This is an optimization exercise on Yosys and OpenROAD, whose aim is small area, a short achievable clock period and few clock cycles per item, not a production implementation. Function was checked by simulation only, so behaviour that the tests miss may differ from the original.

## flow/design.v (module list and top-level ports; edited modules follow where they fit)
// module tpu_rsqrt_iter_unit: 1787 lines
// module fa_cell: 4 lines
// module ha_cell: 4 lines
module tpu_rsqrt_iter_unit #(
  parameter int IN_WIDTH  = 16,
  parameter int IN_FRAC   = 8,
  parameter int OUT_WIDTH = 16,
  parameter int OUT_FRAC  = 11,
  parameter int LUT_BITS  = 6,
  parameter int MAX_ITERS = 3,
  parameter int TAG_WIDTH = 4
) (
  input  logic                           clk,
  input  logic                           rst_n,
  input  logic                           flush,
  input  logic                           in_valid,
  output logic                           in_ready,
  input  logic [IN_WIDTH-1:0]            in_data,
  input  logic                           in_op,
  input  logic [$clog2(MAX_ITERS+1)-1:0] in_iters,
  input  logic [TAG_WIDTH-1:0]           in_tag,
  output logic                           out_valid,
  input  logic                           out_ready,
  output logic [OUT_WIDTH-1:0]           out_data,
  output logic [TAG_WIDTH-1:0]           out_tag,
  output logic                           out_sat,
  output logic                           out_zero,
  output logic                           busy,
  output logic [31:0]                    ops_count,
  output logic [31:0]                    sat_count
);
  // ...
==> flow/run.sh <==
#!/bin/bash
# synth_recipe.tcl (not shown) runs the flow's synth.tcl, then flattens the netlist and writes it again
# the make line also repeats each setting of config.mk as NAME=value (left out here)
make -C /OpenROAD-flow-scripts/flow DESIGN_CONFIG=/design/flow/config.mk WORK_HOME=/design/flow/orfs CLKGATE_MAP_FILE= SYNTH_SCRIPT=/design/flow/synth_recipe.tcl finish
==> flow/config.mk <==
export PLATFORM = sky130hd
export DESIGN_NAME = tpu_rsqrt_iter_unit
export DESIGN_NICKNAME = tpu_rsqrt_iter_unit
export VERILOG_FILES = /design/flow/design.v
export SDC_FILE = /design/flow/constraint.sdc
export NUM_CORES = 4
export LEC_CHECK = 0
export CAP_MARGIN = 20
export CORE_MARGIN = 2
export CORE_UTILIZATION = 55
export SETUP_SLACK_MARGIN = 4.5
export SLEW_MARGIN = 20
export SYNTH_HIERARCHICAL = 1
==> flow/constraint.sdc <==
create_clock -name core_clock -period 11.0 [get_ports {clk}]
set_input_delay 2.2000 -clock core_clock [delete_from_list [all_inputs] [get_ports {clk}]]
set_output_delay 2.2000 -clock core_clock [all_outputs]
set_load 0.01 [all_outputs]
==> PnR_summary.wiki, run 1 <==
{| class="wikitable"
! Metric !! Value
|-
| Result of the run || finished clean
|-
| Post-CTS Repair Setup Buffers || 1
|-
| Share of final layout cell area taken by clock buffers and inverters || 3.87%
|-
| Slowest stage cell, crit path || sky130_fd_sc_hd__fa_1
|-
| Area share of and/or/nand/nor cells after synthesis || 19.6%
|-
| Post-synthesis adder-cell area fraction || 42.3%
|-
| Synthesis Warnings || 14
|-
| Number of well-tap cells placed || 1742
|-
| Total routed wire length on the met1 layer || 84.1 mm
|-
| Maximum operating frequency || 160 MHz
|-
| Fillers || 11100
|-
| Critical path, cell by cell || inv_1 -> ha_4 -> mux2_4 -> a22oi_1 -> xnor2_1 -> fa_1 -> fa_1 -> fa_1 -> fa_1 -> ha_1 -> a21oi_1 -> o21ai_0 -> a221oi_2 -> a211oi_1 -> o211ai_1 -> nand2_2 -> a221o_1 -> a2111oi_2 -> o21bai_1 -> xnor2_1 -> o21ai_0
|-
| Largest fanout on the critical path || 18
|-
| Site Rows || 132
|-
| Most used cells in the layout excluding fill and tap cells || sky130_fd_sc_hd__and2_1 (1453), sky130_fd_sc_hd__fa_1 (1220), sky130_fd_sc_hd__dfxtp_1 (563)
|-
| Layout-stage area growth over the synthesis result || 8.42%
|-
| Total overflow reported by the global router || 0
|-
| Std-Cell Core Area || 0.129 sq mm
|-
| Multi-In Gates || 5656
|-
| Gr usage total || 29.8%
|-
| Effective utilization at floorplan || 55.2%
|-
| Sum of met2 wire segment lengths after detailed routing || 93.6 mm
|-
| Num sequential || 682
|-
| Top reg by flops || m_q
|-
| Number of antenna violations at the first check in global routing || 9
|-
| Hold-critical path depth || 0
|-
| Number of buffers added on ports || 116
|}
Testbench counts, summed over its fixed seeds: cycles 4,880, items 4,800.
==> inputs of run 2 (changes only) <==
--- a/flow/config.mk
+++ b/flow/config.mk
@@ -10,3 +10,3 @@
 export CORE_UTILIZATION = 55
-export SETUP_SLACK_MARGIN = 4.5
+export SETUP_SLACK_MARGIN = 5
 export SLEW_MARGIN = 20
==> PnR_summary.wiki, run 2 <==
{| class="wikitable"
! Metric !! Value
|-
| Routed Antenna Nets || 0
|-
| Post-synthesis instance total || 6824
|-
| Min Tclk post-route || 5.91 ns
|-
| Required time at the worst-slack endpoint || 11.54 ns
|-
| Worst setup skew after layout || 0.0281 ns
|-
| Proportion of netlist area held by the largest area contributor || 34.3%
|-
| Critical path start-end classification || reg2reg
|-
| Routed wire length || 194 mm
|-
| Final Hold Violating Endpoints || 0
|-
| Critical Path AT || 6.45 ns
|-
| Number of I/O pins || 117
|-
| Pin count of the biggest net entering global routing || 84
|-
| Detail-routed net length per standard cell || 22.6 microns
|-
| Top reg by flops || m_q
|-
| Htree depth || 3
|-
| Number of buffers added on ports || 116 (unchanged)
|-
| Count of max-cap constraint violations || 0
|-
| Least-Margin Pin Slew || 1.01 ns
|-
| Most frequent cells after synthesis || sky130_fd_sc_hd__and2_1 (1453), sky130_fd_sc_hd__fa_1 (1220), sky130_fd_sc_hd__dfxtp_1 (578)
|-
| Part of the cycle the worst path needs || 53.7%
|-
| Average cell area after synthesis || 10.4 sq um
|-
| Floorplan die area || 0.132 sq mm
|-
| Unrepaired setup endpoints after global routing || false
|-
| Commonest non-fill, non-tap cell in the layout || sky130_fd_sc_hd__and2_1
|-
| Number of distinct standard cells referenced by the synthesized netlist || 103
|-
| Gr usage total || 30.0% (+0.15 points)
|-
| Horizontal extent of the die || 364 microns
|-
| Synthesized area || 0.0713 sq mm
|-
| Synthesis Warnings || 14 (unchanged)
|-
| Layout cells sized above 1 || 7.13%
|-
| Average vias per placed instance || 5.85
|-
| Std-Cell Core Area || 0.129 sq mm (unchanged)
|-
| Total overflow reported by the global router || 0 (unchanged)
|-
| Maximum operating frequency || 169 MHz (+5.7%)
|-
| Largest registers ranked by flip-flop count || m_q: 143 flops, seq_q: 36 flops, tag_q: 36 flops
|-
| Area of the multi-input gates || 0.0557 sq mm
|-
| Final non-filler cell area || 0.0777 sq mm
|-
| Cell Count, Final, Fillers Out || 8602
|-
| Async SR Flop Fraction || 12.0%
|-
| Number of antenna violations at the first check in global routing || 5 (-4)
|-
| Max Root-Sink Buffers || 3
|-
| TritonCTS clock tree || done
|-
| Most used cells in the layout excluding fill and tap cells || sky130_fd_sc_hd__and2_1 (1453), sky130_fd_sc_hd__fa_1 (1210), sky130_fd_sc_hd__dfxtp_1 (514)
|-
| Clock latency of the later-clocked register in the worst-skew pair || 0.67 ns
|-
| Total instance count after detailed placement || 8431
|-
| Fillers || 11000 (-0.79%)
|-
| Fraction of the yosys area taken by sequential cells || 20.0%
|-
| Site Rows || 132 (unchanged)
|-
| Number of flip-flops in the largest register || 143
|-
| Result of the run || finished clean
|-
| Max_slew headroom || 31.6%
|-
| Half-perimeter wire length after detailed placement || 138 mm
|-
| Number of buffers inserted by hold repair at cts || 0
|-
| Number of synthesized register bits || 682
|-
| Nets@finish || 8501
|-
| Number of global-route vias before repair || 53600
|-
| Detailed-routing iteration count for the pre-antenna-repair pass || 5
|-
| Effective utilization at floorplan || 55.2% (unchanged)
|-
| Clock transition at the register clock pins on the worst setup and hold paths after CTS || 0.06 ns
|-
| CP Launch Type || flip-flop
|-
| Cell accounting for the most synthesized area || sky130_fd_sc_hd__fa_1
|-
| Die Ht || 364 microns
|-
| Area after detailed placement || 0.0740 sq mm
|-
| Routed vias || 50300
|-
| Critical path endpoint category || flip-flop
|-
| DRC violations left || 0
|-
| Layout-stage area growth over the synthesis result || 9.03%
|-
| Storage element area || 0.0144 sq mm
|-
| TritonCTS sink count || 682
|-
| Most used DFF post-synth || sky130_fd_sc_hd__dfxtp_1
|-
| Clock root buffer || sky130_fd_sc_hd__clkbuf_16
|-
| RD Place Congestion || 0.927
|-
| First-pass GRT wire length || 309 mm
|-
| Dominant cells by area after synthesis || sky130_fd_sc_hd__fa_1 (34%), sky130_fd_sc_hd__dfxtp_1 (16%), sky130_fd_sc_hd__and2_1 (13%), sky130_fd_sc_hd__ha_1 (8.1%), sky130_fd_sc_hd__xnor2_1 (3.2%)
|-
| Setup TNS || 0 ns
|-
| Finish-stage setup viols || 0
|-
| Largest fanout on the critical path || 5 (-13)
|-
| Final Max Slew Viols || 0
|-
| Drt first-iter violations || 3438
|-
| Inserted Clock Buffers || 77
|-
| Tightest Hold Check Type || reg2reg
|-
| Number of flops mapped to enable cells by yosys || 22
|-
| Most frequent cell after synthesis || sky130_fd_sc_hd__and2_1
|}
## run 2: layout make-up
| class | instances | area share [%] |
|---|---|---|
| clock inverters | 42 | 0.757 |
| diodes | 4 | 0.0129 |
| inverters | 142 | 0.694 |
| well taps | 1742 | 2.81 |
| clock buffers | 99 | 2.82 |
| repair buffers | 232 | 2.64 |
| multi-input cells | 5659 | 71.7 |
| flip-flops and latches | 682 | 18.5 |
## run 2: kinds of logic after synthesis
group / synth area share, %
flip-flops: 20.0
AND/OR/NAND/NOR: 19.6
other: 0.0105
adder cells (fa/ha/maj): 42.3
buffers and inverters: 2.72
XOR/XNOR: 4.20
multiplexers: 1.27
AO/OA/AOI/OAI: 9.80
## run 2: worst max-delay path: stages (launching register included)
cell,delay (ns)
sky130_fd_sc_hd__dfxtp_4,0.40
sky130_fd_sc_hd__inv_1,0.11
sky130_fd_sc_hd__ha_4,0.19
sky130_fd_sc_hd__mux2_4,0.32
sky130_fd_sc_hd__a22oi_2,0.22
sky130_fd_sc_hd__xnor2_2,0.16
sky130_fd_sc_hd__fa_1,0.48
sky130_fd_sc_hd__fa_2,0.39
sky130_fd_sc_hd__fa_2,0.55
sky130_fd_sc_hd__fa_1,0.42
sky130_fd_sc_hd__ha_1,0.30
sky130_fd_sc_hd__and3_1,0.23
sky130_fd_sc_hd__a221oi_4,0.35
sky130_fd_sc_hd__a211oi_2,0.14
sky130_fd_sc_hd__o211ai_1,0.29
sky130_fd_sc_hd__nand2_1,0.13
sky130_fd_sc_hd__a221o_1,0.41
sky130_fd_sc_hd__a2111oi_4,0.32
sky130_fd_sc_hd__o21bai_1,0.12
sky130_fd_sc_hd__xnor2_1,0.15
sky130_fd_sc_hd__o21ai_0,0.11
## run 2: final timing paths
kind / start / endpoint / slack (ns) / cells past startpoint
max: e1_q[3] / r_q3[18] / 5.09 / 20
min: m_q[3][9] / m_q[4][9] / 0.30 / 0
max reg2reg: e1_q[3] / r_q3[18] / 5.09 / 20
min reg2reg: m_q[3][9] / m_q[4][9] / 0.30 / 0
max in group asynchronous: rst_n / seq_in_q[3] / 8.52 / 2
min in group asynchronous: rst_n / ops_count_q[15] / 1.49 / 1
## run 2: stage by stage
stage	setup WS, ns	hold WS, ns	utilization [%]
2_1_floorplan	5.01	0.310	-
3_3_place_gp	3.31	0.309	57.4
3_5_place_dp	3.43	0.312	57.4
4_1_cts	4.82	0.294	59.8
5_1_grt	4.96	0.296	60.2
6_report	5.09	0.300	60.2
## run 2: routing by layer
metal / wire (microns) / up-vias / global-route usage (%)
met2: 93200 / 1549 / 49.8
met4: 4980 / 2 / 7.84
met5: 11 / - / 0
li1: - / 22700 / -
met3: 10700 / 316 / 4.13
met1: 85200 / 25800 / 41.3
## run 2: timing repair
| item | 4_1_cts | 5_1_grt |
|---|---|---|
| gates resized for setup | 64 | 127 |
| buffers inserted | 13 | 10 |
| pin swaps | 7 | 28 |
| gates cloned | 0 | 3 |
| setup endpoints to repair | 58 | 48 |
## run 2: Yosys stat by module, one instance, submodules excluded
module	cells	area (sq um)	copies in the design
fa_cell	1	20.0	1184
tpu_rsqrt_iter_unit	5518	46000	1
ha_cell	1	12.5	122

[static timing again, ports no longer ideal]
In the flow no input, the clock included, has a driving cell. The finished layouts below were timed again as built, in two steps.
Step 1 (the two cells are an assumption about what drives the block):
set clk [get_ports {clk}]
set_driving_cell -lib_cell sky130_fd_sc_hd__clkbuf_16 $clk
set_driving_cell -lib_cell sky130_fd_sc_hd__buf_2 [delete_from_list [all_inputs] $clk]
Step 2 adds t to the input delays and takes it off the output delays; t is the mean of the earliest and latest rising clock arrival at the registers after step 1. Input paths then give back, and output paths get back, about the clock's delay inside the block.
Slacks: ideal ports / drivers / drivers and shift; pairs: ideal ports / drivers.
run	t (ns)	setup WS [ns]	hold slack, ns	worst setup path at the end	slew at the worst register clock pin (ns)
run 1	0.746	4.753 / 4.753 / 4.753	0.303 / 0.303 / 0.303	register to register	0.07 / 0.07
run 2	0.736	5.092 / 5.092 / 5.092	0.300 / 0.300 / 0.300	register to register	0.07 / 0.07
After both steps every run listed still meets setup and hold.
